Source: an optimization exercise on an open RTL-to-GDS flow (aim: a short achievable clock period and few clock cycles). Production flows keep margins and buffers that such runs may drop.
RTL that was checked went through simulation tests only; none was proved equivalent to the original.
Function not checked in runs 1 to 4: the RTL went through the layout flow alone.
Power and IR drop assume default switching activity.

==> flow/config.mk <==
export PLATFORM = sky130hd
export DESIGN_NAME = wb_biquad_coeff_loader
export DESIGN_NICKNAME = wb_biquad_coeff_loader
export VERILOG_FILES = /design/flow/design.v
export SDC_FILE = /design/flow/constraint.sdc
export NUM_CORES = 4
export LEC_CHECK = 0
export ABC_CLOCK_PERIOD_IN_PS = 2000
export CAP_MARGIN = 20
export CORE_MARGIN = 2
export CORE_UTILIZATION = 55
export CTS_BUF_LIST = sky130_fd_sc_hd__clkbuf_16 sky130_fd_sc_hd__clkbuf_8
export CTS_CLUSTER_DIAMETER = 60
export CTS_CLUSTER_SIZE = 28
export SETUP_SLACK_MARGIN = 3.5
export SLEW_MARGIN = 20
==> flow/constraint.sdc <==
create_clock -name core_clock -period 6.0 [get_ports {wb_clk_i}]
set_input_delay 1.2000 -clock core_clock [delete_from_list [all_inputs] [get_ports {wb_clk_i}]]
set_output_delay 1.2000 -clock core_clock [all_outputs]
set_load 0.01 [all_outputs]
==> flow/run.sh <==
#!/bin/bash
# synth_recipe.tcl (not shown) runs the flow's synth.tcl, then flattens the netlist and writes it again
# the make line also repeats each setting of config.mk as NAME=value (left out here)
make -C /OpenROAD-flow-scripts/flow DESIGN_CONFIG=/design/flow/config.mk WORK_HOME=/design/flow/orfs CLKGATE_MAP_FILE= SYNTH_SCRIPT=/design/flow/synth_recipe.tcl finish
==> flow/design.v <==
`default_nettype none
package biquad_pkg;
    typedef enum logic [1:0] {
        ST_IDLE      = 2'd0,
        ST_FETCH     = 2'd1,
        ST_NEXT      = 2'd2,
        ST_WAIT_SWAP = 2'd3
    } loader_state_t;
    localparam int B0 = 0;
    localparam int B1 = 1;
    localparam int B2 = 2;
    localparam int A1 = 3;
    localparam int A2 = 4;
    localparam int DEFAULT_TIMEOUT = 255;
endpackage
`default_nettype wire
`default_nettype none
module biquad_coeff_bank #(
    parameter int  DATA_W = 64,
    parameter int  N_SECT = 4,
    parameter int  N_COEF = 5,
    localparam int N_WORDS = N_SECT * N_COEF,
    localparam int SECT_W = (N_SECT > 1) ? $clog2(N_SECT) : 1,
    localparam int IDX_W  = (N_COEF > 1) ? $clog2(N_COEF) : 1
) (
    input  logic               clk,
    input  logic               rst,
    input  logic [N_WORDS-1:0] i_wr_sel,     
    input  logic [DATA_W-1:0]  i_wr_dat,
    input  logic               i_swap,       
    input  logic               i_last_pend,  
    input  logic [SECT_W-1:0]  i_rd_sect,
    input  logic [IDX_W-1:0]   i_rd_idx,
    output logic [DATA_W-1:0]  o_rd_dat
);
    logic [DATA_W-1:0] r_bank0 [N_WORDS];
    logic [DATA_W-1:0] r_bank1 [N_WORDS];
    logic              r_sel;     
    logic              r_zero;    
    logic [DATA_W-1:0] r_rd_dat;
    logic [N_WORDS-1:0] w_hit;
    logic [DATA_W-1:0]  w_m0, w_m1, w_rd_act, w_rd_new, w_rd_nxt;
    always_comb begin
        for (int s = 0; s < N_SECT; s++)
            for (int c = 0; c < N_COEF; c++)
                w_hit[s*N_COEF + c] = (i_rd_sect == SECT_W'(s)) && (i_rd_idx == IDX_W'(c));
        w_m0 = '0;
        w_m1 = '0;
        for (int i = 0; i < N_WORDS; i++) begin
            w_m0 = w_m0 | ({DATA_W{w_hit[i]}} & r_bank0[i]);
            w_m1 = w_m1 | ({DATA_W{w_hit[i]}} & r_bank1[i]);
        end
        w_rd_act = r_zero ? '0 : (r_sel ? w_m1 : w_m0);
        if (i_last_pend && w_hit[N_WORDS-1])
            w_rd_new = i_wr_dat;
        else
            w_rd_new = r_sel ? w_m0 : w_m1;
        w_rd_nxt = i_swap ? w_rd_new : w_rd_act;
    end
    always_ff @(posedge clk) begin
        for (int i = 0; i < N_WORDS; i++) begin
            if (i_wr_sel[i] && r_sel)  r_bank0[i] <= i_wr_dat;
            if (i_wr_sel[i] && !r_sel) r_bank1[i] <= i_wr_dat;
        end
    end
    always_ff @(posedge clk or posedge rst) begin
        if (rst) begin
            r_sel    <= 1'b0;
            r_zero   <= 1'b1;
            r_rd_dat <= '0;
        end else begin
            r_sel    <= r_sel ^ i_swap;
            if (i_swap) r_zero <= 1'b0;
            r_rd_dat <= w_rd_nxt;
        end
    end
    assign o_rd_dat = r_rd_dat;
endmodule
`default_nettype wire
`default_nettype none
module wb_biquad_coeff_loader #(
    parameter int  DATA_W  = 64,
    parameter int  ADDR_W  = 9,
    parameter int  N_SECT  = 4,
    parameter int  N_COEF  = 5,
    parameter int  TIMEOUT = biquad_pkg::DEFAULT_TIMEOUT,
    localparam int SECT_W  = (N_SECT > 1) ? $clog2(N_SECT) : 1,
    localparam int IDX_W   = (N_COEF > 1) ? $clog2(N_COEF) : 1
) (
    input  logic              wb_clk_i,
    input  logic              wb_rst_i,
    output logic              coeff_wbm_cyc_o,
    output logic              coeff_wbm_stb_o,
    output logic [ADDR_W-1:0] coeff_wbm_adr_o,
    input  logic [DATA_W-1:0] coeff_wbm_dat_i,
    input  logic              coeff_wbm_ack_i,
    input  logic [ADDR_W-1:0] base_adr_i,
    input  logic              load_i,
    input  logic              sample_stb_i,
    input  logic [SECT_W-1:0] rd_sect_i,
    input  logic [IDX_W-1:0]  rd_idx_i,
    output logic [DATA_W-1:0] rd_dat_o,
    output logic              busy_o,
    output logic              done_o,
    output logic              err_o
);
    localparam int c_N_WORDS = N_SECT * N_COEF;
    localparam int TMO_W     = (TIMEOUT > 1) ? $clog2(TIMEOUT) : 1;
    localparam logic [TMO_W-1:0] c_TMO_LAST = TMO_W'(TIMEOUT - 1);
    logic                 r_busy;
    logic                 r_stb;      
    logic                 r_wait;     
    logic                 r_done;
    logic                 r_err;
    logic [ADDR_W-1:0]    r_adr;
    logic [c_N_WORDS-1:0] r_ptr;      
    logic [TMO_W-1:0]     r_tmo;      
    logic w_start, w_ack, w_last, w_last_ack, w_abort, w_swap;
    assign w_start    = load_i && !r_busy;
    assign w_ack      = r_stb && coeff_wbm_ack_i;
    assign w_last     = r_stb && r_ptr[c_N_WORDS-1];
    assign w_last_ack = w_last && coeff_wbm_ack_i;
    assign w_abort    = r_stb && !coeff_wbm_ack_i && (r_tmo == c_TMO_LAST);
    assign w_swap     = (w_last_ack || r_wait) && sample_stb_i;
    always_ff @(posedge wb_clk_i or posedge wb_rst_i) begin
        if (wb_rst_i) begin
            r_busy <= 1'b0;
            r_stb  <= 1'b0;
            r_wait <= 1'b0;
            r_done <= 1'b0;
            r_err  <= 1'b0;
            r_adr  <= '0;
            r_ptr  <= '0;
            r_tmo  <= '0;
        end else begin
            r_done <= w_swap;
            if (w_start) begin
                r_busy <= 1'b1;
                r_stb  <= 1'b1;
                r_err  <= 1'b0;
                r_adr  <= base_adr_i;
                r_ptr  <= c_N_WORDS'(1);
                r_tmo  <= '0;
            end else if (r_stb) begin
                if (coeff_wbm_ack_i) begin
                    r_tmo <= '0;
                    if (r_ptr[c_N_WORDS-1]) begin
                        r_stb <= 1'b0;
                        if (sample_stb_i) r_busy <= 1'b0;
                        else              r_wait <= 1'b1;
                    end else begin
                        r_adr <= r_adr + ADDR_W'(1);
                        r_ptr <= r_ptr << 1;
                    end
                end else if (r_tmo == c_TMO_LAST) begin
                    r_stb  <= 1'b0;
                    r_busy <= 1'b0;
                    r_err  <= 1'b1;
                end else begin
                    r_tmo <= r_tmo + TMO_W'(1);
                end
            end else if (r_wait && sample_stb_i) begin
                r_wait <= 1'b0;
                r_busy <= 1'b0;
            end
        end
    end
    biquad_coeff_bank #(
        .DATA_W (DATA_W),
        .N_SECT (N_SECT),
        .N_COEF (N_COEF)
    ) u_bank (
        .clk        (wb_clk_i),
        .rst        (wb_rst_i),
        .i_wr_sel   (r_stb ? r_ptr : '0),
        .i_wr_dat   (coeff_wbm_dat_i),
        .i_swap     (w_swap),
        .i_last_pend(w_last),
        .i_rd_sect  (rd_sect_i),
        .i_rd_idx   (rd_idx_i),
        .o_rd_dat   (rd_dat_o)
    );
    assign coeff_wbm_adr_o = r_adr;
    assign coeff_wbm_cyc_o = r_stb;
    assign coeff_wbm_stb_o = r_stb;
    assign busy_o          = r_busy;
    assign done_o          = r_done;
    assign err_o           = r_err;
endmodule
`default_nettype wire
==> qor.csv, run 1 <==
metric,value,unit
TritonCTS clock tree,done,
post-route cell area,129000,µm²
"Distinct cells, synth",92,
Congestion Overflow GR,0,
power density over the cells,295,nW/µm²
Max-cap violations,0,
synth top area cells,"edfxtp_1, a22oi_1, dfrtp_1",
library cell used as clock root buffer,clkbuf_16,
biggest fanout along the worst timing path,9,
startpoint-to-endpoint class of the critical path,in2reg,
Required @ worst endpoint,6.74,ns
worst slew margin relative to its limit,0.0680,
Net Sw Frac,0.263,
top_reg_cell synth,edfxtp_1,
fraction of synthesized cell area taken by the top area cell type,0.751,
fin crit share,0.490,
number of routed nets with antenna violations,0,
Hold WC Path Type,reg2reg,
total of buffers placed on input and output ports,160,
total routed wirelength,476,mm
maximum vdd ir drop,0.292,mV
routability cong.,0.886,
Post-Synth Simple-Gate Area,0.0742,
clock net sink count,2668,
net switching power,10000,µW
area overhead of the layout relative to synthesis,26.2,%
internal cell power,28100,µW
placed wire-length estimate after detailed placement,213,mm
data arrival time at the worst-slack endpoint,3.68,ns
Final Critical Period,2.94,ns
peak clock frequency supported by timing,340,MHz
layout cell share with drive strength beyond 1,0.295,
average detailed-routed wire length per instance,48.8,µm
core area,185000,µm²
final setup fails,0,
final net count,7182,
number of placement rows,158,
y dimension of the die,435,µm
first-pass GRT wire length,610,mm
adder-cell share of the synthesized area,0.000367,
cell area after placement,109000,µm²
share of power burned in the clock network,0.335,
biggest area consumer among synthesized cells,edfxtp_1,
initial core utilization,0.553,
CTS clock-pin slew for the worst setup and hold paths,0.09,ns
antenna violations before repair,42,
Clock Latency Late Sink,0.92,ns
final slew viol count,0,
maximum buffer depth of the clock tree,3,
pin count of the biggest net entering global routing,109,
xor-xnor portion of the synthesized cell area,0.00120,
run status,timing/DRC/antenna clean,
area enclosed by the die boundary,190000,µm²
static power due to leakage,0.0439,µW
Cells after DPL,8633,
first-iteration detailed-routing DRC count,16500,
slew at the pin closest to its max-slew limit,1.40,ns
"EDFF count, synth",2560,
vias per inst,7.70,
final cell count without fillers,9753,
count of synthesis-stage warnings from yosys,4,
share of cell area taken by muxes after synthesis,0.0353,
main combinational cell family by area after synthesis,compound AO/OA/AOI/OAI gates,
Max Clock Skew,0.0425,ns
horizontal die dimension,435,µm
total DRC errors in the routed layout,0,
synthesized netlist net count,6198,
total iterations of the first detailed-routing run,9,
number of top-level pins,161,
number of global-route vias before repair,66400,
sequential-to-total area share from yosys stat,0.777,
Final Hold Violating Endpoints,0,
mean instance size in the synthesized netlist,16.7,µm²
overall routing resource usage,0.484,
Post-synth ARST share,0.0405,
synthesized instance count,6112,
Sequential Power Share,0.560,
RSZ-0062 raised after global routing,true,
portion of total power attributed to combinational logic,0.105,
Setup TNS,0,ns
cts hold-fix bufs,0,
clock buffer count from CTS,166,
count of vias placed by the detailed router,75100,
register bit count reported by yosys,2668,
number of H-tree branching levels,4,
post-synthesis instance area,102000,µm²
endpoint type of the worst setup path,flop,
startpoint kind of the worst setup timing path,primary input,
post-synthesis compound-gate area fraction,0.0909,
## cell usage after synthesis (9+ instances only)
cell / instances
a221oi_1: 43
mux2i_1: 237
a22oi_1: 424
a32oi_1: 13
a2111oi_0: 53
o21ai_0: 166
a221o_1: 39
a211o_1: 10
mux4_2: 10
and2_1: 28
nand3b_1: 27
o22a_1: 9
and4_1: 39
o221ai_1: 10
nor3b_1: 18
nand4_1: 134
nor2_1: 143
o2bb2ai_1: 19
dfrtp_1: 107
buf_1: 42
buf_6: 21
a32o_1: 17
a22o_1: 75
mux2_2: 88
nand3_1: 409
buf_4: 33
nand2_1: 202
a2bb2oi_1: 9
nor3_1: 26
clkbuf_1: 197
edfxtp_1: 2560
a21oi_1: 154
and3_1: 186
nor4_1: 44
nor2b_1: 10
o22ai_1: 82
buf_2: 139
o211ai_1: 49
a222oi_1: 30
o32ai_1: 22
and3b_1: 17
## state kept, by name (all words and copies together), names as in the netlist
signal           flops
r_tmo                8
r_err                1
u_bank.r_rd_dat     64
r_done               1
u_bank.r_bank1    1280
r_wait               1
r_stb                1
r_adr                9
r_ptr               20
u_bank.r_bank0    1280
r_busy               1
u_bank.r_zero        1
u_bank.r_sel         1
## cell families (layout without fill, tap and decap cells)
| logic type | count (synthesis) | after routing |
|---|---|---|
| muxes | 337 | 337 |
| AOI/OAI and AO/OA | 1281 | 1281 |
| other | 0 | 33 |
| xor gates and xnor gates | 14 | 14 |
| and+or+nand+nor | 1370 | 1402 |
| buffers and inverters | 439 | 1535 |
| DFF | 2668 | 2668 |
| adders and majority gates | 3 | 3 |
## worst paths after layout
check / startpoint / to / slack [ns] / cells past startpoint
max: rd_sect_i[0] / u_bank.r_rd_dat[26]$_DFF_PP0_ / 3.06 / 12
min: r_tmo[7]$_DFFE_PP0P_ / r_tmo[7]$_DFFE_PP0P_ / 0.56 / 2
max reg2reg: r_stb$_DFF_PP0_ / u_bank.r_rd_dat[50]$_DFF_PP0_ / 3.27 / 11
min reg2reg: r_tmo[7]$_DFFE_PP0P_ / r_tmo[7]$_DFFE_PP0P_ / 0.56 / 2
max in group asynchronous: wb_rst_i / u_bank.r_rd_dat[63]$_DFF_PP0_ / 4.18 / 3
min in group asynchronous: wb_rst_i / u_bank.r_rd_dat[52]$_DFF_PP0_ / 0.93 / 3
## power groups by stage
stage	clock network [µW]	registers, µW	logic, µW
after floorplan	0	21700	1190
final	12800	21300	4000
after global placement	0	21700	2760
after detailed placement	0	21700	2790
after global routing	13300	21400	3960
after CTS	12600	21300	3590
## cell usage in the layout (no fill, tap or decap), drive strengths merged, types with 81 or more instances in the layout
cell type	n
a21oi	154
a22oi	424
and3	197
buf	1092
clkbuf	181
dfrtp	107
edfxtp	2560
inv	81
mux2	90
mux2i	237
nand2	203
nand3	410
nand4	134
nor2	155
o21ai	170
o22ai	82
## through the flow
step                power, µW  utilization  hold slack, ns  setup WS [ns]
floorplan               22800            -           0.471           2.94
global placement        24500        0.588           0.488           1.21
detailed placement      24500        0.588           0.489           1.15
CTS                     37600        0.681           0.553           3.12
global route            38600        0.697           0.565           3.13
finish                  38100        0.697           0.557           3.06
## worst max-delay path: stages
cell and delay [ns]:
buf_16 0.14, buf_4 0.15, or2_4 0.32, buf_12 0.17, nor2_4 0.28, buf_12 0.18, buf_6 0.21, a22oi_1 0.13
and4_1 0.28, a21oi_1 0.18, o21ai_1 0.09, o211ai_1 0.32
## final cells by class
type	count	area, µm²
Antenna cell	33	82.6
Tap cell	2480	3100
Multi-Input combinational cell	3037	24700
Clock buffer	170	4230
Timing Repair Buffer	1216	15900
Inverter	7	31.3
Sequential cell	2668	79600
Fill cell	11900	56100
Clock inverter	142	1500
## layer usage
layer  global-route usage  share of wire  vias up
met1                0.614           0.32    37400
met2                0.673           0.41     8477
met3                0.191           0.18     2156
met5                    0        0.00059        -
met4                0.364          0.097       38
li1                     -              -    27100
## what timing repair did
action,4_1_cts,5_1_grt
resized for setup,1210,336
setup buffers,532,117
pin swaps,327,237
endpoints found under the setup margin,2361,710
hold endpoints to repair,0,0
gates cloned,113,13
==> inputs of run 2 (changes only) <==
--- a/flow/design.v
+++ b/flow/design.v
@@ -118,7 +118,7 @@
     logic w_start, w_ack, w_last, w_last_ack, w_abort, w_swap;
     assign w_start    = load_i && !r_busy;
     assign w_ack      = r_stb && coeff_wbm_ack_i;
-    assign w_last     = r_stb && r_ptr[c_N_WORDS-1];
+    assign w_last     = r_ptr[c_N_WORDS-1];
     assign w_last_ack = w_last && coeff_wbm_ack_i;
     assign w_abort    = r_stb && !coeff_wbm_ack_i && (r_tmo == c_TMO_LAST);
     assign w_swap     = (w_last_ack || r_wait) && sample_stb_i;
@@ -146,6 +146,7 @@
                     r_tmo <= '0;
                     if (r_ptr[c_N_WORDS-1]) begin
                         r_stb <= 1'b0;
+                        r_ptr <= '0;
                         if (sample_stb_i) r_busy <= 1'b0;
                         else              r_wait <= 1'b1;
                     end else begin
@@ -154,6 +155,7 @@
                     end
                 end else if (r_tmo == c_TMO_LAST) begin
                     r_stb  <= 1'b0;
+                    r_ptr  <= '0;
                     r_busy <= 1'b0;
                     r_err  <= 1'b1;
                 end else begin
@@ -172,7 +174,7 @@
     ) u_bank (
         .clk        (wb_clk_i),
         .rst        (wb_rst_i),
-        .i_wr_sel   (r_stb ? r_ptr : '0),
+        .i_wr_sel   (r_ptr),
         .i_wr_dat   (coeff_wbm_dat_i),
         .i_swap     (w_swap),
         .i_last_pend(w_last),
--- a/flow/config.mk
+++ b/flow/config.mk
@@ -10,7 +10,7 @@
 export CORE_MARGIN = 2
 export CORE_UTILIZATION = 55
 export CTS_BUF_LIST = sky130_fd_sc_hd__clkbuf_16 sky130_fd_sc_hd__clkbuf_8
-export CTS_CLUSTER_DIAMETER = 60
-export CTS_CLUSTER_SIZE = 28
-export SETUP_SLACK_MARGIN = 3.5
+export CTS_CLUSTER_DIAMETER = 50
+export CTS_CLUSTER_SIZE = 36
+export SETUP_SLACK_MARGIN = 3.3
 export SLEW_MARGIN = 20
==> qor.csv, run 2 <==
metric,value,unit,change
count of synthesis-stage warnings from yosys,4,,unchanged
maximum vdd ir drop,0.326,mV,was 0.292 mV
share of cell area taken by muxes after synthesis,0.0244,,was 0.0353
clock net sink count,2668,,unchanged
commonest cells in the netlist,"edfxtp_1, a22oi_1, and3_1, mux2i_1, o21ai_0",,"was edfxtp_1, a22oi_1, nand3_1, mux2i_1, nand2_1"
met2 WL post-DR,178,mm,was 194 mm
TritonCTS clock tree,done,,unchanged
largest registers,"u_bank.r_bank0 x1280, u_bank.r_bank1 x1280, u_bank.r_rd_dat x64",,unchanged
terminating pin of the worst hold path,r_err$_DFFE_PP0P_,,was r_tmo[7]$_DFFE_PP0P_
cell area after placement,107000,µm²,"was 109,000 µm²"
peak clock frequency supported by timing,360,MHz,was 340 MHz
fin crit share,0.464,,was 0.490
y dimension of the die,432,µm,was 435 µm
clock buffer count from CTS,215,,was 166
"Distinct cells, synth",88,,was 92
initial core utilization,0.552,,was 0.553
first-pass GRT wire length,536,mm,was 610 mm
Max Clock Skew,0.0545,ns,was 0.0425 ns
internal cell power,28600,µW,"was 28,100 µW"
Required @ worst endpoint,6.74,ns,about the same
total of buffers placed on input and output ports,160,,unchanged
Max-cap violations,0,,unchanged
Clock Latency Late Sink,0.91,ns,was 0.92 ns
library cell used as clock root buffer,clkbuf_16,,unchanged
top_reg_cell synth,edfxtp_1,,unchanged
area overhead of the layout relative to synthesis,17.8,%,was 26.2%
Hold WC Path Type,reg2reg,,unchanged
total routed wirelength,406,mm,was 476 mm
"EDFF count, synth",2560,,unchanged
static power due to leakage,0.0390,µW,was 0.0439 µW
Sequential Power Share,0.546,,was 0.560
most frequent standard cell in the layout excluding fill and tap cells,edfxtp_1,,unchanged
RSZ-0062 raised after global routing,true,,unchanged
horizontal die dimension,432,µm,was 435 µm
run status,timing/DRC/antenna clean,,unchanged
post-synthesis instance area,101000,µm²,"was 102,000 µm²"
worst reg2reg setup slack,3.24,ns,was 3.27 ns
highest routed layer,met5,,unchanged
first-iteration detailed-routing DRC count,13300,,"was 16,500"
layout filler cell count,12700,,"was 11,900"
biggest fanout along the worst timing path,16,,was 9
capturing point of the worst reg2reg path,u_bank.r_bank0[15][60]$_DFFE_PP_,,was u_bank.r_rd_dat[50]$_DFF_PP0_
average detailed-routed wire length per instance,45.4,µm,was 48.8 µm
antenna violations before repair,22,,was 42
number of top-level pins,161,,unchanged
pin count of the biggest net entering global routing,88,,was 109
CP peak stage delay,0.47,ns,was 0.32 ns
final slew viol count,0,,unchanged
Final Critical Period,2.78,ns,was 2.94 ns
Setup TNS,0,ns,unchanged
maximum buffer depth of the clock tree,3,,unchanged
post-synthesis compound-gate area fraction,0.106,,was 0.0909
top-count cell post-synth,edfxtp_1,,unchanged
cell count of the worst hold path,2,,unchanged
number of global-route vias before repair,61300,,"was 66,400"
data arrival time at the worst-slack endpoint,3.52,ns,was 3.68 ns
Net Sw Frac,0.238,,was 0.263
routability cong.,0.845,,was 0.886
core area,183000,µm²,"was 185,000 µm²"
portion of total power attributed to combinational logic,0.047,,was 0.105
placed wire-length estimate after detailed placement,196,mm,was 213 mm
Post-synth ARST share,0.0405,,unchanged
net switching power,8940,µW,"was 10,000 µW"
CP most frequent cell,buf_12,,unchanged
final net count,6440,,"was 7,182"
Worst Min Path Start,r_err$_DFFE_PP0P_,,was r_tmo[7]$_DFFE_PP0P_
endpoint type of the worst setup path,flop,,unchanged
total iterations of the first detailed-routing run,6,,was 9
power density over the cells,316,nW/µm²,was 295 nW/µm²
startpoint kind of the worst setup timing path,primary input,,unchanged
xor-xnor portion of the synthesized cell area,0.000955,,was 0.00120
startpoint-to-endpoint class of the critical path,in2reg,,unchanged
cell with the largest stage delay on the worst path,or3b_4,,was or2_4
footprint of the multi-input gates,21000,µm²,"was 24,700 µm²"
overall routing resource usage,0.428,,was 0.484
count of vias placed by the detailed router,66900,,"was 75,100"
share of power burned in the clock network,0.407,,was 0.335
fraction of synthesized cell area taken by the top area cell type,0.762,,was 0.751
post-route cell area,119000,µm²,"was 129,000 µm²"
area enclosed by the die boundary,187000,µm²,"was 190,000 µm²"
area taken by flip-flops and latches,79600,µm²,about the same
synthesized instance count,5871,,"was 6,112"
mean instance size in the synthesized netlist,17.2,µm²,was 16.7 µm²
final setup fails,0,,unchanged
worst reg2reg startpoint,u_bank.r_sel$_DFF_PP0_,,was r_stb$_DFF_PP0_
crit path cell chain,buf_16 -> or3b_4 -> buf_12 -> nor2_4 -> buf_12 -> buf_8 -> a22oi_1 -> and4_1 -> a21oi_1 -> o21ai_1 -> o211ai_1,,was buf_16 -> buf_4 -> or2_4 -> buf_12 -> nor2_4 -> buf_12 -> buf_6 -> a22oi_1 -> and4_1 -> a21oi_1 -> o21ai_1 -> o211ai_1
wire length on met1,142,mm,was 150 mm
register bit count reported by yosys,2668,,unchanged
synth top area cells,"edfxtp_1, a22oi_1, dfrtp_1",,unchanged
Worst Reg2Reg Path Length in Cells,2,,was 11
synthesized netlist net count,5957,,"was 6,198"
post-layout total power,37500,µW,"was 38,100 µW"
worst slew margin relative to its limit,0.218,,was 0.0680
slew at the pin closest to its max-slew limit,1.17,ns,was 1.40 ns
Final Hold Violating Endpoints,0,,unchanged
Post-Synth Simple-Gate Area,0.0600,,was 0.0742
adder-cell share of the synthesized area,0.000372,,was 0.000367
"top library cells by usage in the layout, fill and taps aside","edfxtp_1, a22oi_1, buf_4, and3_1, clkbuf_16",,"was edfxtp_1, buf_4, nand3_1, a22oi_1, mux2i_1"
number of H-tree branching levels,4,,unchanged
sequential-to-total area share from yosys stat,0.789,,was 0.777
CTS clock-pin slew for the worst setup and hold paths,0.06,ns,was 0.09 ns
biggest area consumer among synthesized cells,edfxtp_1,,unchanged
total DRC errors in the routed layout,0,,unchanged
cts hold-fix bufs,0,,unchanged
number of placement rows,157,,was 158
vias per inst,7.48,,was 7.70
met3 routed wirelength,60.2,mm,was 85.0 mm
Congestion Overflow GR,0,,unchanged
number of routed nets with antenna violations,0,,unchanged
main combinational cell family by area after synthesis,compound AO/OA/AOI/OAI gates,,unchanged
layout cell share with drive strength beyond 1,0.196,,was 0.295
run 2: changes by cell type in the layout (fill, tap and decap cells not counted), moves of 78 or more:
cell     change
a22oi_1    +247
and3_1      +78
buf_12     -103
buf_16      -78
buf_4      -247
buf_6      -125
nand3_1    -264
o21ai_0     +87
run 2: timing repair:
action / in CTS / in global routing
buffers inserted: 134 / 35
setup endpoints to repair: 844 / 183
pin swaps: 44 / 39
endpoints found under the hold margin: 0 / 0
gates cloned: 33 / 10
gates resized for setup: 541 / 131
run 2: cell families (layout without fill, tap and decap cells):
family | after synthesis | count (layout)
DFF | 2668 | 2668
AOI/OAI and AO/OA | 1490 | 1490
and+or+nand+nor | 1066 | 1076
buffers and inverters | 397 | 1062
muxes | 236 | 236
xor gates and xnor gates | 11 | 11
adders and majority gates | 3 | 3
other | 0 | 14
run 2: metrics by stage:
| step | utilization | instances | hold WS [ns] | setup slack, ns |
|---|---|---|---|---|
| finish | 0.650 | 8945 | 0.512 | 3.22 |
| global route | 0.650 | 8932 | 0.535 | 3.23 |
| global placement | 0.587 | 8309 | 0.492 | 1.12 |
| floorplan | - | 5871 | 0.460 | 1.99 |
| detailed placement | 0.587 | 8310 | 0.508 | 1.07 |
| CTS | 0.644 | 8886 | 0.515 | 3.18 |
run 2: worst max-delay path by stage:
stage	cells after the start	slack [ns]	to	startpoint
final	11	3.22	u_bank.r_rd_dat[11]$_DFF_PP0_	rd_idx_i[2]
after global routing	1	3.23	rd_dat_o[31]	u_bank.r_rd_dat[31]$_DFF_PP0_
after CTS	1	3.18	rd_dat_o[31]	u_bank.r_rd_dat[31]$_DFF_PP0_
after detailed placement	9	1.07	u_bank.r_rd_dat[15]$_DFF_PP0_	rd_idx_i[2]
after global placement	9	1.12	u_bank.r_rd_dat[39]$_DFF_PP0_	rd_idx_i[2]
after floorplan	3	1.99	u_bank.r_bank1[13][0]$_DFFE_PP_	u_bank.r_sel$_DFF_PP0_
run 2: final cells by class:
class,count,area share
repair buffers,643,0.0632
inverters,10,0.000474
clock buffers,218,0.0456
flip-flops and latches,2668,0.670
diodes,14,0.000295
clock inverters,191,0.0187
multi-input cells,2816,0.177
well taps,2385,0.0251
run 2: power groups by stage:
stage | clock network (µW) | registers, µW | logic (µW)
after floorplan | 0 | 20900 | 657
after CTS | 15200 | 20500 | 1670
after global placement | 0 | 20900 | 1510
after detailed placement | 0 | 20900 | 1530
final | 15300 | 20500 | 1780
after global routing | 15900 | 20500 | 1800
run 2: worst max-delay path, delay by kind of cell:
| family | cells | cell delay, ns |
|---|---|---|
| buffers and inverters | 4 | 0.66 |
| AO/OA/AOI/OAI | 4 | 0.55 |
| AND/OR/NAND/NOR | 3 | 1.05 |
run 2: per-layer routing:
metal / GRT usage / vias to the layer above
met3: 0.111 / 1246
met2: 0.630 / 6369
met5: 0 / -
met1: 0.588 / 34100
li1: - / 25200
met4: 0.234 / 24
==> inputs of run 3 (changes only) <==
--- a/flow/config.mk
+++ b/flow/config.mk
@@ -8,9 +8,9 @@
 export ABC_CLOCK_PERIOD_IN_PS = 2000
 export CAP_MARGIN = 20
 export CORE_MARGIN = 2
-export CORE_UTILIZATION = 55
-export CTS_BUF_LIST = sky130_fd_sc_hd__clkbuf_16 sky130_fd_sc_hd__clkbuf_8
-export CTS_CLUSTER_DIAMETER = 50
-export CTS_CLUSTER_SIZE = 36
+export CORE_UTILIZATION = 60
+export CTS_BUF_LIST = sky130_fd_sc_hd__clkbuf_16
+export CTS_CLUSTER_DIAMETER = 55
+export CTS_CLUSTER_SIZE = 40
 export SETUP_SLACK_MARGIN = 3.3
 export SLEW_MARGIN = 20
==> qor.csv, run 3 <==
metric,value,unit,change
overall routing resource usage,0.471,,was 0.428
endpoint type of the worst setup path,flop,,unchanged
worst slew margin relative to its limit,0.214,,was 0.218
cts hold-fix bufs,0,,unchanged
cell with the largest stage delay on the worst path,or4_4,,was or3b_4
number of placement rows,150,,was 157
commonest cells in the netlist,"edfxtp_1, a22oi_1, and3_1, mux2i_1, o21ai_0",,unchanged
fin crit share,0.486,,was 0.464
data arrival time at the worst-slack endpoint,3.64,ns,was 3.52 ns
slew at the pin closest to its max-slew limit,1.18,ns,was 1.17 ns
number of H-tree branching levels,4,,unchanged
register bit count reported by yosys,2668,,unchanged
top-count cell post-synth,edfxtp_1,,unchanged
Net Sw Frac,0.234,,was 0.238
biggest fanout along the worst timing path,52,,was 16
TritonCTS clock tree,done,,unchanged
first-pass GRT wire length,542,mm,was 536 mm
Post-synth ARST share,0.0405,,unchanged
antenna violations before repair,26,,was 22
total DRC errors in the routed layout,0,,unchanged
synthesized netlist net count,5957,,unchanged
total iterations of the first detailed-routing run,9,,was 6
post-layout total power,35800,µW,"was 37,500 µW"
vias per inst,7.83,,was 7.48
Max-cap violations,0,,unchanged
Worst Reg2Reg Path Length in Cells,2,,unchanged
post-synthesis instance area,101000,µm²,unchanged
area enclosed by the die boundary,171000,µm²,"was 187,000 µm²"
clock net sink count,2668,,unchanged
Final Critical Period,2.92,ns,was 2.78 ns
Congestion Overflow GR,0,,unchanged
net switching power,8380,µW,was 8940 µW
"EDFF count, synth",2560,,unchanged
first-iteration detailed-routing DRC count,16100,,"was 13,300"
Clock Latency Late Sink,0.86,ns,was 0.91 ns
startpoint-to-endpoint class of the critical path,in2reg,,unchanged
Required @ worst endpoint,6.72,ns,was 6.74 ns
sequential-to-total area share from yosys stat,0.789,,unchanged
pin count of the biggest net entering global routing,84,,was 88
horizontal die dimension,414,µm,was 432 µm
clock buffer count from CTS,173,,was 215
core area,167000,µm²,"was 183,000 µm²"
RSZ-0062 raised after global routing,true,,unchanged
run status,timing/DRC/antenna clean,,unchanged
cell area after placement,107000,µm²,about the same
Setup TNS,0,ns,unchanged
final slew viol count,0,,unchanged
y dimension of the die,414,µm,was 432 µm
share of power burned in the clock network,0.374,,was 0.407
final hold slack,0.507,ns,was 0.512 ns
total of buffers placed on input and output ports,160,,unchanged
peak clock frequency supported by timing,343,MHz,was 360 MHz
CTS clock-pin slew for the worst setup and hold paths,0.10,ns,was 0.06 ns
number of routed nets with antenna violations,0,,unchanged
library cell used as clock root buffer,clkbuf_16,,unchanged
placed wire-length estimate after detailed placement,195,mm,was 196 mm
crit path cell chain,buf_16 -> buf_16 -> nor3b_4 -> buf_12 -> and3_1 -> or4_4 -> a2111oi_4 -> a21oi_1 -> o21ai_1 -> o211ai_1,,was buf_16 -> or3b_4 -> buf_12 -> nor2_4 -> buf_12 -> buf_8 -> a22oi_1 -> and4_1 -> a21oi_1 -> o21ai_1 -> o211ai_1
startpoint kind of the worst setup timing path,primary input,,unchanged
internal cell power,27400,µW,"was 28,600 µW"
"Distinct cells, synth",88,,unchanged
mean instance size in the synthesized netlist,17.2,µm²,unchanged
worst reg2reg startpoint,r_ptr[7]$_DFFE_PP0P_,,was u_bank.r_sel$_DFF_PP0_
biggest area consumer among synthesized cells,edfxtp_1,,unchanged
total routed wirelength,422,mm,was 406 mm
Worst Min Path Start,r_tmo[5]$_DFFE_PP0P_,,was r_err$_DFFE_PP0P_
synthesized instance count,5871,,unchanged
Sequential Power Share,0.573,,was 0.546
count of synthesis-stage warnings from yosys,4,,unchanged
"top library cells by usage in the layout, fill and taps aside","edfxtp_1, a22oi_1, buf_4, and3_1, clkbuf_16",,unchanged
largest registers,"u_bank.r_bank0 x1280, u_bank.r_bank1 x1280, u_bank.r_rd_dat x64",,unchanged
final setup fails,0,,unchanged
CP most frequent cell,buf_16,,was buf_12
layout cell share with drive strength beyond 1,0.207,,was 0.196
final net count,6522,,"was 6,440"
number of top-level pins,161,,unchanged
static power due to leakage,0.0392,µW,was 0.0390 µW
count of vias placed by the detailed router,69000,,"was 66,900"
Final Hold Violating Endpoints,0,,unchanged
cell count of the worst hold path,1,,was 2
fraction of synthesized cell area taken by the top area cell type,0.762,,unchanged
most frequent standard cell in the layout excluding fill and tap cells,edfxtp_1,,unchanged
Max Clock Skew,0.0283,ns,was 0.0545 ns
grt peak-use layer,met2,,unchanged
synth top area cells,"edfxtp_1, a22oi_1, dfrtp_1",,unchanged
number of global-route vias before repair,61800,,"was 61,300"
GR Layer Usage met2,0.684,,was 0.630
met3 GRT Util,0.144,,was 0.111
CP peak stage delay,0.54,ns,was 0.47 ns
Hold WC Path Type,reg2reg,,unchanged
area overhead of the layout relative to synthesis,18.1,%,was 17.8%
post-route cell area,119000,µm²,about the same
initial core utilization,0.604,,was 0.552
maximum vdd ir drop,0.337,mV,was 0.326 mV
launching element of the worst setup path,rd_idx_i[1],,was rd_idx_i[2]
GR met1 Demand/Resource,0.636,,was 0.588
routability cong.,0.869,,was 0.845
top_reg_cell synth,edfxtp_1,,unchanged
power density over the cells,300,nW/µm²,was 316 nW/µm²
maximum buffer depth of the clock tree,3,,unchanged
portion of total power attributed to combinational logic,0.054,,was 0.047
average detailed-routed wire length per instance,47.9,µm,was 45.4 µm
[run 3: cell counts after synthesis]
Identical to the previous run, type by type.
[run 3: through the flow]
stage,utilization,worst slack [ns],cells
final,0.713,3.08,8811
after global routing,0.713,3.21,8795
after CTS,0.698,3.22,8659
after detailed placement,0.640,1.27,8131
after global placement,0.640,1.27,8129
after floorplan,-,1.99,5871
[run 3: power groups by stage]
stage	sequential, µW	combinational (µW)	clock (µW)
after CTS	20500	1700	13300
after global routing	20500	1920	13900
final	20500	1920	13400
after floorplan	20900	657	0
after detailed placement	20900	1530	0
after global placement	20900	1510	0
[run 3: layout make-up]
cell class | count | area, µm²
clock buffers | 181 | 4530
diodes | 19 | 47.5
fillers | 10600 | 48000
clock inverters | 146 | 1680
well taps | 2204 | 2760
inverters | 10 | 46.3
repair buffers | 764 | 9290
multi-input cells | 2819 | 21100
flip-flops and latches | 2668 | 79600
[run 3: what timing repair did]
action,in CTS,in global routing
setup endpoints to repair,873,68
resized for setup,593,209
gates cloned,43,31
pin swaps,55,75
buffers inserted,158,101
[run 3: kinds of logic after synthesis]
kind of cell,Yosys count,synth area share
flops,2668,0.789
fa+ha+maj,3,0.000372
simple gates,1066,0.0600
buf+inv,397,0.0193
mux,236,0.0244
compound gates,1490,0.106
xor+xnor,11,0.000955
[run 3: worst paths after layout]
kind                                              endpoint  slack (ns)
max reg2reg                u_bank.r_bank1[7][24]$_DFFE_PP_        3.18
min in group asynchronous             r_adr[1]$_DFFE_PP0P_        0.80
min                                   r_tmo[5]$_DFFE_PP0P_        0.51
min reg2reg                           r_tmo[5]$_DFFE_PP0P_        0.51
max in group asynchronous    u_bank.r_rd_dat[25]$_DFF_PP0_        4.40
max                          u_bank.r_rd_dat[42]$_DFF_PP0_        3.08
[run 3: worst max-delay path: cells and delay by family]
| family | cells | cell delay (ns) |
|---|---|---|
| AOI/OAI and AO/OA | 4 | 0.83 |
| and+or+nand+nor | 3 | 0.89 |
| buffers and inverters | 3 | 0.50 |
[run 3: layer usage]
metal	share of wire	wire, µm
met5	0.00042	179
met4	0.075	31700
met3	0.17	72900
met2	0.43	180000
met1	0.33	137000
==> inputs of run 4 (changes only) <==
--- a/flow/config.mk
+++ b/flow/config.mk
@@ -8,9 +8,9 @@
 export ABC_CLOCK_PERIOD_IN_PS = 2000
 export CAP_MARGIN = 20
 export CORE_MARGIN = 2
-export CORE_UTILIZATION = 60
+export CORE_UTILIZATION = 55
 export CTS_BUF_LIST = sky130_fd_sc_hd__clkbuf_16
-export CTS_CLUSTER_DIAMETER = 55
-export CTS_CLUSTER_SIZE = 40
+export CTS_CLUSTER_DIAMETER = 70
+export CTS_CLUSTER_SIZE = 34
 export SETUP_SLACK_MARGIN = 3.3
 export SLEW_MARGIN = 20
==> qor.csv, run 4 <==
metric,value,unit,change
run status,failed layout checks,,was timing/DRC/antenna clean
Blocking Checks,max-slew violations,,
terminating pin of the worst hold path,r_err$_DFFE_PP0P_,,was r_tmo[5]$_DFFE_PP0P_
RSZ-0062 raised after global routing,true,,unchanged
first-pass GRT wire length,539,mm,was 542 mm
Final Critical Period,2.84,ns,was 2.92 ns
number of global-route vias before repair,60600,,"was 61,800"
Required @ worst endpoint,6.71,ns,was 6.72 ns
vias per inst,7.60,,was 7.83
"top library cells by usage in the layout, fill and taps aside","edfxtp_1, a22oi_1, buf_4, and3_1, mux2i_1",,"was edfxtp_1, a22oi_1, buf_4, and3_1, clkbuf_16"
total iterations of the first detailed-routing run,6,,was 9
antenna violations before repair,31,,was 26
Setup TNS,0,ns,unchanged
first-iteration detailed-routing DRC count,15000,,"was 16,100"
horizontal die dimension,432,µm,was 414 µm
Final Hold Violating Endpoints,0,,unchanged
final setup fails,0,,unchanged
TritonCTS clock tree,done,,unchanged
synth top area cells,"edfxtp_1, a22oi_1, dfrtp_1",,unchanged
cell count of the worst hold path,2,,was 1
Max Clock Skew,0.0635,ns,was 0.0283 ns
number of top-level pins,161,,unchanged
cts hold-fix bufs,0,,unchanged
slew at the pin closest to its max-slew limit,1.51,ns,was 1.18 ns
met3 routed wirelength,62.3,mm,was 72.9 mm
static power due to leakage,0.0382,µW,was 0.0392 µW
synthesized instance count,5871,,unchanged
startpoint-to-endpoint class of the critical path,in2reg,,unchanged
initial core utilization,0.552,,was 0.604
biggest fanout along the worst timing path,11,,was 52
final net count,6450,,"was 6,522"
Post-synth ARST share,0.0405,,unchanged
fraction of synthesized cell area taken by the top area cell type,0.762,,unchanged
number of placement rows,157,,was 150
layout filler cell count,12800,,"was 10,600"
synthesized netlist net count,5957,,unchanged
CTS clock-pin slew for the worst setup and hold paths,0.09,ns,was 0.10 ns
library cell used as clock root buffer,clkbuf_16,,unchanged
top-count cell post-synth,edfxtp_1,,unchanged
Worst Min Path Start,r_err$_DFFE_PP0P_,,was r_tmo[5]$_DFFE_PP0P_
worst slew margin relative to its limit,-0.00455,,was 0.214
Congestion Overflow GR,0,,unchanged
final slew viol count,10,,was 0
worst reg2reg setup slack,3.20,ns,was 3.18 ns
clock net sink count,2668,,unchanged
top_reg_cell synth,edfxtp_1,,unchanged
area taken by flip-flops and latches,79600,µm²,about the same
post-layout total power,33700,µW,"was 35,800 µW"
count of synthesis-stage warnings from yosys,4,,unchanged
"EDFF count, synth",2560,,unchanged
routability cong.,0.845,,was 0.869
maximum vdd ir drop,0.294,mV,was 0.337 mV
number of H-tree branching levels,4,,unchanged
sequential-to-total area share from yosys stat,0.789,,unchanged
pin count of the biggest net entering global routing,88,,was 84
total DRC errors in the routed layout,0,,unchanged
layout cell share with drive strength beyond 1,0.192,,was 0.207
total routed wirelength,415,mm,was 422 mm
"Distinct cells, synth",88,,unchanged
Worst Reg2Reg Path Length in Cells,4,,was 2
worst reg2reg startpoint,u_bank.r_sel$_DFF_PP0_,,was r_ptr[7]$_DFFE_PP0P_
total of buffers placed on input and output ports,160,,unchanged
data arrival time at the worst-slack endpoint,3.54,ns,was 3.64 ns
highest routed layer,met5,,unchanged
number of routed nets with antenna violations,0,,unchanged
Clock Latency Late Sink,0.86,ns,about the same
count of vias placed by the detailed router,67400,,"was 69,000"
footprint of the multi-input gates,21200,µm²,"was 21,100 µm²"
y dimension of the die,432,µm,was 414 µm
biggest area consumer among synthesized cells,edfxtp_1,,unchanged
peak clock frequency supported by timing,353,MHz,was 343 MHz
power density over the cells,287,nW/µm²,was 300 nW/µm²
Hold WC Path Type,reg2reg,,unchanged
commonest cells in the netlist,"edfxtp_1, a22oi_1, and3_1, mux2i_1, o21ai_0",,unchanged
area enclosed by the die boundary,187000,µm²,"was 171,000 µm²"
wire length on met1,143,mm,was 137 mm
startpoint kind of the worst setup timing path,primary input,,unchanged
core area,183000,µm²,"was 167,000 µm²"
maximum buffer depth of the clock tree,3,,unchanged
most frequent standard cell in the layout excluding fill and tap cells,edfxtp_1,,unchanged
fin crit share,0.473,,was 0.486
Max-cap violations,0,,unchanged
mean instance size in the synthesized netlist,17.2,µm²,unchanged
met2 WL post-DR,179,mm,was 180 mm
average detailed-routed wire length per instance,46.7,µm,was 47.9 µm
largest registers,"u_bank.r_bank0 x1280, u_bank.r_bank1 x1280, u_bank.r_rd_dat x64",,unchanged
register bit count reported by yosys,2668,,unchanged
overall routing resource usage,0.432,,was 0.471
endpoint type of the worst setup path,flop,,unchanged
area overhead of the layout relative to synthesis,16.6,%,was 18.1%
capturing point of the worst reg2reg path,u_bank.r_rd_dat[49]$_DFF_PP0_,,was u_bank.r_bank1[7][24]$_DFFE_PP_
post-synthesis instance area,101000,µm²,unchanged
clock buffer count from CTS,140,,was 173
placed wire-length estimate after detailed placement,196,mm,was 195 mm
post-layout utilization of the core,0.644,,was 0.713
==> run 4: cell counts after synthesis <==
No cell type changed its count.
==> run 4: worst max-delay path, stage by stage <==
cell      delay [ns]
buf_16          0.14
or3b_4          0.44
buf_12          0.15
buf_12          0.13
nor2_4          0.23
buf_8           0.26
buf_6           0.22
a22oi_1         0.09
and3_1          0.22
a21oi_2         0.13
o21ai_1         0.06
o211ai_1        0.21
==> run 4: worst max-delay path by stage <==
stage                                 from                              end  slack [ns]  depth (start not counted)
CTS                           rd_sect_i[1]    u_bank.r_rd_dat[19]$_DFF_PP0_        3.21                         12
finish                         rd_idx_i[0]    u_bank.r_rd_dat[11]$_DFF_PP0_        3.16                         12
global route                   rd_idx_i[0]    u_bank.r_rd_dat[46]$_DFF_PP0_        3.20                         12
floorplan           u_bank.r_sel$_DFF_PP0_  u_bank.r_bank1[13][0]$_DFFE_PP_        1.99                          3
global placement               rd_idx_i[2]    u_bank.r_rd_dat[39]$_DFF_PP0_        1.12                          9
detailed placement             rd_idx_i[2]    u_bank.r_rd_dat[15]$_DFF_PP0_        1.07                          9
==> run 4: power breakdown <==
| part | leakage (µW) | switching [µW] | internal (µW) |
|---|---|---|---|
| Sequential | 0.0244 | 55.7 | 20400 |
| Combinational | 0.0115 | 1240 | 643 |
| Clock | 0.00231 | 6550 | 4810 |
| Total | 0.0382 | 7850 | 25900 |
==> run 4: layout make-up <==
class,count,area share
diodes,17,0.000362
clock buffers,143,0.0304
clock inverters,108,0.00976
inverters,10,0.000479
multi-input cells,2817,0.180
flip-flops and latches,2668,0.677
well taps,2385,0.0254
repair buffers,727,0.0763
==> run 4: cells by family after synthesis <==
kind of cell	Yosys count	share of synthesized area
flops	2668	0.789
compound gates	1490	0.106
simple gates	1066	0.0600
buf+inv	397	0.0193
mux	236	0.0244
xor+xnor	11	0.000955
fa+ha+maj	3	0.000372
==> run 4: routing by layer <==
metal / up-vias / GRT usage
met4: 30 / 0.243
met2: 6548 / 0.635
li1: 25100 / -
met3: 1399 / 0.108
met5: - / 0
met1: 34400 / 0.595
==> run 4: repair_timing <==
item / 4_1_cts / 5_1_grt
endpoints found under the setup margin: 824 / 236
cloned: 42 / 18
buffers inserted: 170 / 67
pin swaps: 58 / 70
resized for setup: 548 / 184
==> run 4: through the flow <==
step	setup slack, ns	instances	hold WS, ns	instance area [µm²]
after detailed placement	1.07	8310	0.508	107000
after CTS	3.21	8773	0.525	116000
after global routing	3.20	8858	0.533	118000
after floorplan	1.99	5871	0.460	102000
after global placement	1.12	8309	0.492	107000
final	3.16	8875	0.519	118000
==> inputs of run 5 (changes only) <==
--- a/flow/design.v
+++ b/flow/design.v
@@ -38,20 +38,32 @@
     logic              r_sel;     
     logic              r_zero;    
     logic [DATA_W-1:0] r_rd_dat;
-    logic [N_WORDS-1:0] w_hit;
-    logic [DATA_W-1:0]  w_m0, w_m1, w_rd_act, w_rd_new, w_rd_nxt;
+    logic [DATA_W-1:0] w_s0 [N_COEF];    
+    logic [DATA_W-1:0] w_s1 [N_COEF];    
+    logic [DATA_W-1:0] w_m0, w_m1, w_rd_act, w_rd_new, w_rd_nxt;
+    logic              w_hit_last;
     always_comb begin
-        for (int s = 0; s < N_SECT; s++)
-            for (int c = 0; c < N_COEF; c++)
-                w_hit[s*N_COEF + c] = (i_rd_sect == SECT_W'(s)) && (i_rd_idx == IDX_W'(c));
+        for (int c = 0; c < N_COEF; c++) begin
+            w_s0[c] = r_bank0[c];
+            w_s1[c] = r_bank1[c];
+            for (int s = 1; s < N_SECT; s++) begin
+                if (i_rd_sect == SECT_W'(s)) begin
+                    w_s0[c] = r_bank0[s*N_COEF + c];
+                    w_s1[c] = r_bank1[s*N_COEF + c];
+                end
+            end
+        end
         w_m0 = '0;
         w_m1 = '0;
-        for (int i = 0; i < N_WORDS; i++) begin
-            w_m0 = w_m0 | ({DATA_W{w_hit[i]}} & r_bank0[i]);
-            w_m1 = w_m1 | ({DATA_W{w_hit[i]}} & r_bank1[i]);
-        end
+        for (int c = 0; c < N_COEF; c++) begin
+            if (i_rd_idx == IDX_W'(c)) begin
+                w_m0 = w_s0[c];
+                w_m1 = w_s1[c];
+            end
+        end
+        w_hit_last = (i_rd_sect == SECT_W'(N_SECT-1)) && (i_rd_idx == IDX_W'(N_COEF-1));
         w_rd_act = r_zero ? '0 : (r_sel ? w_m1 : w_m0);
-        if (i_last_pend && w_hit[N_WORDS-1])
+        if (i_last_pend && w_hit_last)
             w_rd_new = i_wr_dat;
         else
             w_rd_new = r_sel ? w_m0 : w_m1;
==> qor.csv, run 5 <==
metric,value,unit,change
CP Buf/Inv Count,1,,was 5
highest routed layer,met5,,unchanged
mean instance size in the synthesized netlist,17.8,µm²,was 17.2 µm²
final slew viol count,0,,was 10
total routed wirelength,336,mm,was 415 mm
power density over the cells,289,nW/µm²,was 287 nW/µm²
CTS clock-pin slew for the worst setup and hold paths,0.10,ns,was 0.09 ns
Hold WC Path Type,reg2reg,,unchanged
number of top-level pins,161,,unchanged
Setup TNS,0,ns,unchanged
startpoint kind of the worst setup timing path,flop,,was primary input
fin crit share,0.465,,was 0.473
first-pass GRT wire length,460,mm,was 539 mm
fraction of synthesized cell area taken by the top area cell type,0.732,,was 0.762
y dimension of the die,441,µm,was 432 µm
cts hold-fix bufs,0,,unchanged
largest registers,"u_bank.r_bank0 x1280, u_bank.r_bank1 x1280, u_bank.r_rd_dat x64",,unchanged
startpoint-to-endpoint class of the critical path,reg2out,,was in2reg
static power due to leakage,0.0387,µW,was 0.0382 µW
Final Hold Violating Endpoints,0,,unchanged
number of placement rows,160,,was 157
vias per inst,7.01,,was 7.60
cell type group with the largest total delay on the critical path,flip-flops,,was buffers and inverters
peak clock frequency supported by timing,358,MHz,was 353 MHz
RSZ-0062 raised after global routing,true,,unchanged
Max Clock Skew,0.0415,ns,was 0.0635 ns
total of buffers placed on input and output ports,160,,unchanged
Required @ worst endpoint,4.80,ns,was 6.71 ns
pin count of the biggest net entering global routing,95,,was 88
area overhead of the layout relative to synthesis,12.6,%,was 16.6%
endpoint type of the worst setup path,output pin,,was flop
wire length on met1,134,mm,was 143 mm
register bit count reported by yosys,2668,,unchanged
first-iteration detailed-routing DRC count,9194,,"was 15,000"
antenna violations before repair,8,,was 31
number of H-tree branching levels,4,,unchanged
"top library cells by usage in the layout, fill and taps aside","edfxtp_1, mux2i_1, o21ai_0, buf_4, nand3_1",,"was edfxtp_1, a22oi_1, buf_4, and3_1, mux2i_1"
initial core utilization,0.553,,was 0.552
sequential-to-total area share from yosys stat,0.758,,was 0.789
slew at the pin closest to its max-slew limit,1.16,ns,was 1.51 ns
top-count cell post-synth,edfxtp_1,,unchanged
total DRC errors in the routed layout,0,,unchanged
TritonCTS clock tree,done,,unchanged
post-synthesis instance area,105000,µm²,"was 101,000 µm²"
horizontal die dimension,441,µm,was 432 µm
met3 routed wirelength,35.9,mm,was 62.3 mm
synthesized netlist net count,5977,,"was 5,957"
data arrival time at the worst-slack endpoint,1.59,ns,was 3.54 ns
average detailed-routed wire length per instance,38.5,µm,was 46.7 µm
routability cong.,0.813,,was 0.845
synth top area cells,"edfxtp_1, mux2i_1, mux4_2",,"was edfxtp_1, a22oi_1, dfrtp_1"
"EDFF count, synth",2560,,unchanged
Final Critical Period,2.79,ns,was 2.84 ns
core area,190000,µm²,"was 183,000 µm²"
Max-cap violations,0,,unchanged
clock net sink count,2668,,unchanged
"Distinct cells, synth",66,,was 88
cell with the largest stage delay on the worst path,dfrtp_2,,was or3b_4
biggest fanout along the worst timing path,1,,was 11
placed wire-length estimate after detailed placement,169,mm,was 196 mm
library cell used as clock root buffer,clkbuf_16,,unchanged
area enclosed by the die boundary,194000,µm²,"was 187,000 µm²"
post-layout total power,34200,µW,"was 33,700 µW"
worst slew margin relative to its limit,0.228,,was -0.00455
overall routing resource usage,0.341,,was 0.432
number of global-route vias before repair,58400,,"was 60,600"
commonest cells in the netlist,"edfxtp_1, mux2i_1, o21ai_0, clkbuf_1, a221oi_1",,"was edfxtp_1, a22oi_1, and3_1, mux2i_1, o21ai_0"
synthesized instance count,5891,,"was 5,871"
Congestion Overflow GR,0,,unchanged
total iterations of the first detailed-routing run,7,,was 6
final net count,6186,,"was 6,450"
Post-synth ARST share,0.0405,,unchanged
biggest area consumer among synthesized cells,edfxtp_1,,unchanged
clock buffer count from CTS,140,,unchanged
CP peak stage delay,0.58,ns,was 0.44 ns
crit path cell chain,buf_6,,was buf_16 -> or3b_4 -> buf_12 -> buf_12 -> nor2_4 -> buf_8 -> buf_6 -> a22oi_1 -> and3_1 -> a21oi_2 -> o21ai_1 -> o211ai_1
final setup fails,0,,unchanged
Clock Latency Late Sink,0.86,ns,about the same
number of routed nets with antenna violations,0,,unchanged
maximum vdd ir drop,0.250,mV,was 0.294 mV
run status,timing/DRC/antenna clean,,was failed layout checks
met2 WL post-DR,154,mm,was 179 mm
top_reg_cell synth,edfxtp_1,,unchanged
count of synthesis-stage warnings from yosys,6,,was 4
maximum buffer depth of the clock tree,3,,unchanged
count of vias placed by the detailed router,61200,,"was 67,400"
layout cell share with drive strength beyond 1,0.200,,was 0.192
most frequent standard cell in the layout excluding fill and tap cells,edfxtp_1,,unchanged
run 5: power breakdown:
part	switching, µW	leakage (µW)	internal, µW
clock network	6620	0.00237	4850
logic	1370	0.0120	815
registers	120	0.0243	20400
total	8110	0.0387	26100
run 5: kinds of logic after synthesis:
logic type | count (synthesis) | share of synthesized area
AOI/OAI and AO/OA | 1205 | 0.0802
muxes | 877 | 0.105
DFF | 2668 | 0.758
buffers and inverters | 437 | 0.0197
and+or+nand+nor | 689 | 0.0361
xor gates and xnor gates | 12 | 0.00100
adders and majority gates | 3 | 0.000357
run 5: stage by stage:
stage	instance area [µm²]	util	setup WS, ns	hold slack, ns	std cells
finish	118000	0.622	3.21	0.539	8724
CTS	118000	0.619	3.19	0.537	8694
global placement	111000	0.585	1.18	0.483	8372
global route	118000	0.622	3.20	0.553	8721
detailed placement	111000	0.585	1.14	0.516	8374
floorplan	106000	-	1.97	0.467	5891
run 5: worst paths after layout:
path,start,end,slack (ns),cells past startpoint
max,u_bank.r_rd_dat[22]$_DFF_PP0_,rd_dat_o[22],3.21,1
min,r_ptr[10]$_DFFE_PP0P_,r_ptr[10]$_DFFE_PP0P_,0.54,2
max reg2reg,u_bank.r_sel$_DFF_PP0_,u_bank.r_bank1[8][21]$_DFFE_PP_,3.32,3
min reg2reg,r_ptr[10]$_DFFE_PP0P_,r_ptr[10]$_DFFE_PP0P_,0.54,2
max in group asynchronous,wb_rst_i,u_bank.r_rd_dat[49]$_DFF_PP0_,3.75,3
min in group asynchronous,wb_rst_i,u_bank.r_rd_dat[59]$_DFF_PP0_,0.88,2
run 5: tightest hold or removal path: cells and delay by family (launching register included):
kind | cells | cell delay [ns]
flops | 1 | 0.40
simple gates | 2 | 0.11
run 5: area by class of cell:
cell class                 instances  area, µm²
clock buffer                     143       3580
antenna                            5       12.5
timing repair buffer             490       5770
tap                             2511       3140
clock inverter                   107       1270
fill                           13500      71800
inverter                           6       57.6
multi-input combinational       2794      24800
sequential                      2668      79600
run 5: what timing repair did:
action                                 in CTS  in global routing
pin swaps                                  11                  4
buffers inserted                           41                 16
gates resized for setup                   523                 52
setup endpoints to repair                 672                159
cloned                                     29                  9
endpoints found under the hold margin       0                  0
run 5: metal layers:
metal / up-vias / track usage
li1: 24600 / -
met1: 32200 / 0.496
met2: 3836 / 0.521
met3: 595 / 0.0653
met4: 4 / 0.120
met5: - / 0.00273
Testbench counts of run 5, summed over its fixed seeds: cycles 4,111.
==> inputs of run 6 (changes only) <==
--- a/flow/design.v
+++ b/flow/design.v
@@ -40,8 +40,8 @@
     logic [DATA_W-1:0] r_rd_dat;
     logic [DATA_W-1:0] w_s0 [N_COEF];    
     logic [DATA_W-1:0] w_s1 [N_COEF];    
-    logic [DATA_W-1:0] w_m0, w_m1, w_rd_act, w_rd_new, w_rd_nxt;
-    logic              w_hit_last;
+    logic [DATA_W-1:0] w_m0, w_m1, w_rd_nxt;
+    logic              w_hit_last, w_use1, w_mask, w_fwd;
     always_comb begin
         for (int c = 0; c < N_COEF; c++) begin
             w_s0[c] = r_bank0[c];
@@ -62,12 +62,15 @@
             end
         end
         w_hit_last = (i_rd_sect == SECT_W'(N_SECT-1)) && (i_rd_idx == IDX_W'(N_COEF-1));
-        w_rd_act = r_zero ? '0 : (r_sel ? w_m1 : w_m0);
-        if (i_last_pend && w_hit_last)
-            w_rd_new = i_wr_dat;
+        w_use1 = r_sel ^ i_swap;
+        w_mask = r_zero && !i_swap;
+        w_fwd  = i_swap && i_last_pend && w_hit_last;
+        if (w_fwd)
+            w_rd_nxt = i_wr_dat;
+        else if (w_mask)
+            w_rd_nxt = '0;
         else
-            w_rd_new = r_sel ? w_m0 : w_m1;
-        w_rd_nxt = i_swap ? w_rd_new : w_rd_act;
+            w_rd_nxt = w_use1 ? w_m1 : w_m0;
     end
     always_ff @(posedge clk) begin
         for (int i = 0; i < N_WORDS; i++) begin
==> flow/config.mk (replaced) <==
export PLATFORM = sky130hd
export DESIGN_NAME = wb_biquad_coeff_loader
export DESIGN_NICKNAME = wb_biquad_coeff_loader
export VERILOG_FILES = /design/flow/design.v
export SDC_FILE = /design/flow/constraint.sdc
export NUM_CORES = 4
export LEC_CHECK = 0
export ABC_CLOCK_PERIOD_IN_PS = 1200
export CAP_MARGIN = 20
export CORE_MARGIN = 2
export CORE_UTILIZATION = 55
export CTS_BUF_LIST = sky130_fd_sc_hd__clkbuf_16
export CTS_CLUSTER_DIAMETER = 60
export CTS_CLUSTER_SIZE = 34
export SETUP_SLACK_MARGIN = 3.3
export SLEW_MARGIN = 30
==> qor.csv, run 6 <==
metric,value,unit,change
number of routed nets with antenna violations,0,,unchanged
slew at the pin closest to its max-slew limit,1.14,ns,was 1.16 ns
final slew viol count,0,,unchanged
startpoint kind of the worst setup timing path,primary input,,was flop
data arrival time at the worst-slack endpoint,3.54,ns,was 1.59 ns
Clock Latency Late Sink,0.85,ns,was 0.86 ns
synth top area cells,"edfxtp_1, mux4_2, mux2i_1",,"was edfxtp_1, mux2i_1, mux4_2"
vias per inst,6.91,,was 7.01
y dimension of the die,438,µm,was 441 µm
antenna violations before repair,4,,was 8
Setup TNS,0,ns,unchanged
biggest fanout along the worst timing path,27,,was 1
number of H-tree branching levels,4,,unchanged
RSZ-0062 raised after global routing,true,,unchanged
CTS clock-pin slew for the worst setup and hold paths,0.09,ns,was 0.10 ns
run status,timing/DRC/antenna clean,,unchanged
Required @ worst endpoint,6.78,ns,was 4.80 ns
maximum buffer depth of the clock tree,3,,unchanged
most frequent standard cell in the layout excluding fill and tap cells,edfxtp_1,,unchanged
Max Clock Skew,0.0365,ns,was 0.0415 ns
register bit count reported by yosys,2668,,unchanged
startpoint-to-endpoint class of the critical path,in2reg,,was reg2out
cell area after placement,109000,µm²,"was 111,000 µm²"
total routed wirelength,310,mm,was 336 mm
post-route cell area,116000,µm²,"was 118,000 µm²"
"top library cells by usage in the layout, fill and taps aside","edfxtp_1, mux4_2, mux2i_1, a21oi_1, buf_4",,"was edfxtp_1, mux2i_1, o21ai_0, buf_4, nand3_1"
horizontal die dimension,438,µm,was 441 µm
core area,188000,µm²,"was 190,000 µm²"
final cell count without fillers,8244,,"was 8,724"
average detailed-routed wire length per instance,37.6,µm,was 38.5 µm
Max-cap violations,0,,unchanged
top-count cell post-synth,edfxtp_1,,unchanged
Cells after DPL,7864,,"was 8,374"
total DRC errors in the routed layout,0,,unchanged
clock buffer count from CTS,164,,was 140
sequential-to-total area share from yosys stat,0.767,,was 0.758
first-iteration detailed-routing DRC count,8140,,"was 9,194"
count of synthesis-stage warnings from yosys,6,,unchanged
commonest cells in the netlist,"edfxtp_1, mux4_2, mux2i_1, a21oi_1, nand2_1",,"was edfxtp_1, mux2i_1, o21ai_0, clkbuf_1, a221oi_1"
"Distinct cells, synth",70,,was 66
fraction of synthesized cell area taken by the top area cell type,0.741,,was 0.732
"EDFF count, synth",2560,,unchanged
CP peak stage delay,0.32,ns,was 0.58 ns
CP most frequent cell,buf_12,,
library cell used as clock root buffer,clkbuf_16,,unchanged
Final Hold Violating Endpoints,0,,unchanged
peak clock frequency supported by timing,362,MHz,was 358 MHz
maximum vdd ir drop,0.260,mV,was 0.250 mV
worst slew margin relative to its limit,0.237,,was 0.228
Congestion Overflow GR,0,,unchanged
synthesized instance count,5344,,"was 5,891"
layout filler cell count,13100,,"was 13,500"
Hold WC Path Type,reg2reg,,unchanged
pin count of the biggest net entering global routing,89,,was 95
routability cong.,0.816,,was 0.813
fin crit share,0.460,,was 0.465
number of global-route vias before repair,55000,,"was 58,400"
final net count,5695,,"was 6,186"
placed wire-length estimate after detailed placement,160,mm,was 169 mm
overall routing resource usage,0.317,,was 0.341
biggest area consumer among synthesized cells,edfxtp_1,,unchanged
post-synthesis instance area,104000,µm²,"was 105,000 µm²"
top_reg_cell synth,edfxtp_1,,unchanged
first-pass GRT wire length,425,mm,was 460 mm
Post-synth ARST share,0.0405,,unchanged
largest registers,"u_bank.r_bank0 x1280, u_bank.r_bank1 x1280, u_bank.r_rd_dat x64",,unchanged
layout cell share with drive strength beyond 1,0.222,,was 0.200
number of placement rows,159,,was 160
cts hold-fix bufs,0,,unchanged
final setup fails,0,,unchanged
count of vias placed by the detailed router,57000,,"was 61,200"
initial core utilization,0.553,,about the same
number of top-level pins,161,,unchanged
TritonCTS clock tree,done,,unchanged
final hold slack,0.542,ns,was 0.539 ns
total of buffers placed on input and output ports,160,,unchanged
post-layout total power,36000,µW,"was 34,200 µW"
static power due to leakage,0.0374,µW,was 0.0387 µW
cell with the largest stage delay on the worst path,nor3b_4,,was dfrtp_2
crit path cell chain,buf_12 -> buf_12 -> nor3b_4 -> nand3_4 -> nand2_1 -> buf_6 -> o22ai_1 -> o21ai_0 -> o22a_1,,was buf_6
power density over the cells,309,nW/µm²,was 289 nW/µm²
area enclosed by the die boundary,192000,µm²,"was 194,000 µm²"
Final Critical Period,2.76,ns,was 2.79 ns
area overhead of the layout relative to synthesis,12.3,%,was 12.6%
synthesized netlist net count,5430,,"was 5,977"
total iterations of the first detailed-routing run,5,,was 7
endpoint type of the worst setup path,flop,,was output pin
mean instance size in the synthesized netlist,19.4,µm²,was 17.8 µm²
clock net sink count,2668,,unchanged
[run 6: changes by cell type in the layout (fill, tap and decap cells not counted), sizes merged, moves of 75 or more]
cell    previous run  this run
a21oi            106       211
o21ai            263       188
o211ai             4       155
nand3            191        77
mux4             168       413
mux2i            587       303
a31oi            135        26
mux2             122        32
a221oi           243        70
[run 6: layout make-up]
type / instances / area (µm²) / share of cell area
timing repair buffer: 447 / 4720 / 0.0405
antenna: 2 / 5.00 / 0.0000430
tap: 2495 / 3120 / 0.0268
multi-input combinational: 2319 / 23100 / 0.198
clock buffer: 171 / 4280 / 0.0368
inverter: 9 / 51.3 / 0.000441
sequential: 2668 / 79600 / 0.684
clock inverter: 133 / 1570 / 0.0135
[run 6: worst paths after layout]
| kind | from | to | cells after the start | slack [ns] |
|---|---|---|---|---|
| setup / recovery | rd_idx_i[2] | u_bank.r_rd_dat[20]$_DFF_PP0_ | 9 | 3.24 |
| hold / removal | r_tmo[3]$_DFFE_PP0P_ | r_tmo[3]$_DFFE_PP0P_ | 1 | 0.54 |
| setup reg to reg | u_bank.r_sel$_DFF_PP0_ | u_bank.r_bank0[5][15]$_DFFE_PP_ | 3 | 3.31 |
| hold reg to reg | r_tmo[3]$_DFFE_PP0P_ | r_tmo[3]$_DFFE_PP0P_ | 1 | 0.54 |
| max in group asynchronous | wb_rst_i | u_bank.r_rd_dat[31]$_DFF_PP0_ | 3 | 3.93 |
| min in group asynchronous | wb_rst_i | r_wait$_DFFE_PP0P_ | 2 | 0.79 |
[run 6: metrics by stage]
stage               setup slack [ns]   util
global placement                1.30  0.581
detailed placement              1.25  0.582
global route                    3.23  0.621
CTS                             3.23  0.619
floorplan                       2.87      -
finish                          3.24  0.621
[run 6: cells by family after synthesis]
family          count (synthesis)  synth area share
flops                        2668             0.767
compound gates               1027            0.0673
mux                           748             0.122
simple gates                  518            0.0244
buf+inv                       368            0.0173
xor+xnor                       12           0.00101
fa+ha+maj                       3          0.000362
[run 6: worst max-delay path: cells and delay by family]
family / cells / cell delay [ns]
AOI/OAI and AO/OA: 3 / 0.60
buffers and inverters: 3 / 0.78
and+or+nand+nor: 3 / 0.81
[run 6: metal layers]
metal,GRT usage,share of wire
met1,0.464,0.40
met4,0.0919,0.030
met3,0.0465,0.091
met2,0.503,0.47
met5,0,0
[run 6: power by group]
part	leakage [µW]	internal (µW)	switching, µW
clock	0.00288	5970	6840
combinational	0.0102	869	1530
sequential	0.0244	20700	124
[run 6: timing repair]
| action | 4_1_cts | 5_1_grt |
|---|---|---|
| gates cloned | 19 | 7 |
| buffers inserted | 41 | 6 |
| resized for setup | 458 | 45 |
| pin swaps | 14 | 6 |
| endpoints found under the setup margin | 585 | 103 |
Testbench counts of run 6, summed over its fixed seeds: cycles 4,111.

==> what the ideal ports hide <==
Ports are ideal in the flow. The routed layouts listed here were re-timed in OpenROAD.
Step 1 (the two cells are an assumption about what drives the block):
set clk [get_ports {wb_clk_i}]
set_driving_cell -lib_cell sky130_fd_sc_hd__clkbuf_16 $clk
set_driving_cell -lib_cell sky130_fd_sc_hd__buf_2 [delete_from_list [all_inputs] $clk]
Step 2 adds t to the input delays and takes it off the output delays; t is the mean of the earliest and latest rising clock arrival at the registers after step 1. Input paths then give back, and output paths get back, about the clock's delay inside the block.
a / b / c = ideal / step 1 / step 2; a / b = the first two.
| run | t, ns | slack for setup (ns) | hold slack, ns | worst register clock-pin slew, ns | cell pins on the clock port's net |
|---|---|---|---|---|---|
| run 1 | 0.982 | 3.062 / 2.852 / 1.869 | 0.557 / 0.557 / 0.557 | 0.11 / 0.11 | 1 |
| run 2 | 0.978 | 3.219 / 3.006 / 2.028 | 0.512 / 0.512 / 0.512 | 0.09 / 0.09 | 1 |
| run 3 | 0.947 | 3.084 / 2.947 / 2.000 | 0.507 / 0.507 / 0.507 | 0.10 / 0.10 | 1 |
| run 4 | 0.923 | 3.165 / 2.939 / 2.015 | 0.519 / 0.519 / 0.519 | 0.12 / 0.12 | 1 |
| run 5 | 0.944 | 3.210 / 3.022 / 2.078 | 0.539 / 0.539 / 0.539 | 0.12 / 0.12 | 1 |
| run 6 | 0.932 | 3.240 / 3.043 / 2.111 | 0.542 / 0.542 / 0.542 | 0.11 / 0.11 | 1 |
For run 1, which loses most, drivers alone change the setup slack by -0.210 ns; drivers and shift together by -1.193 ns.
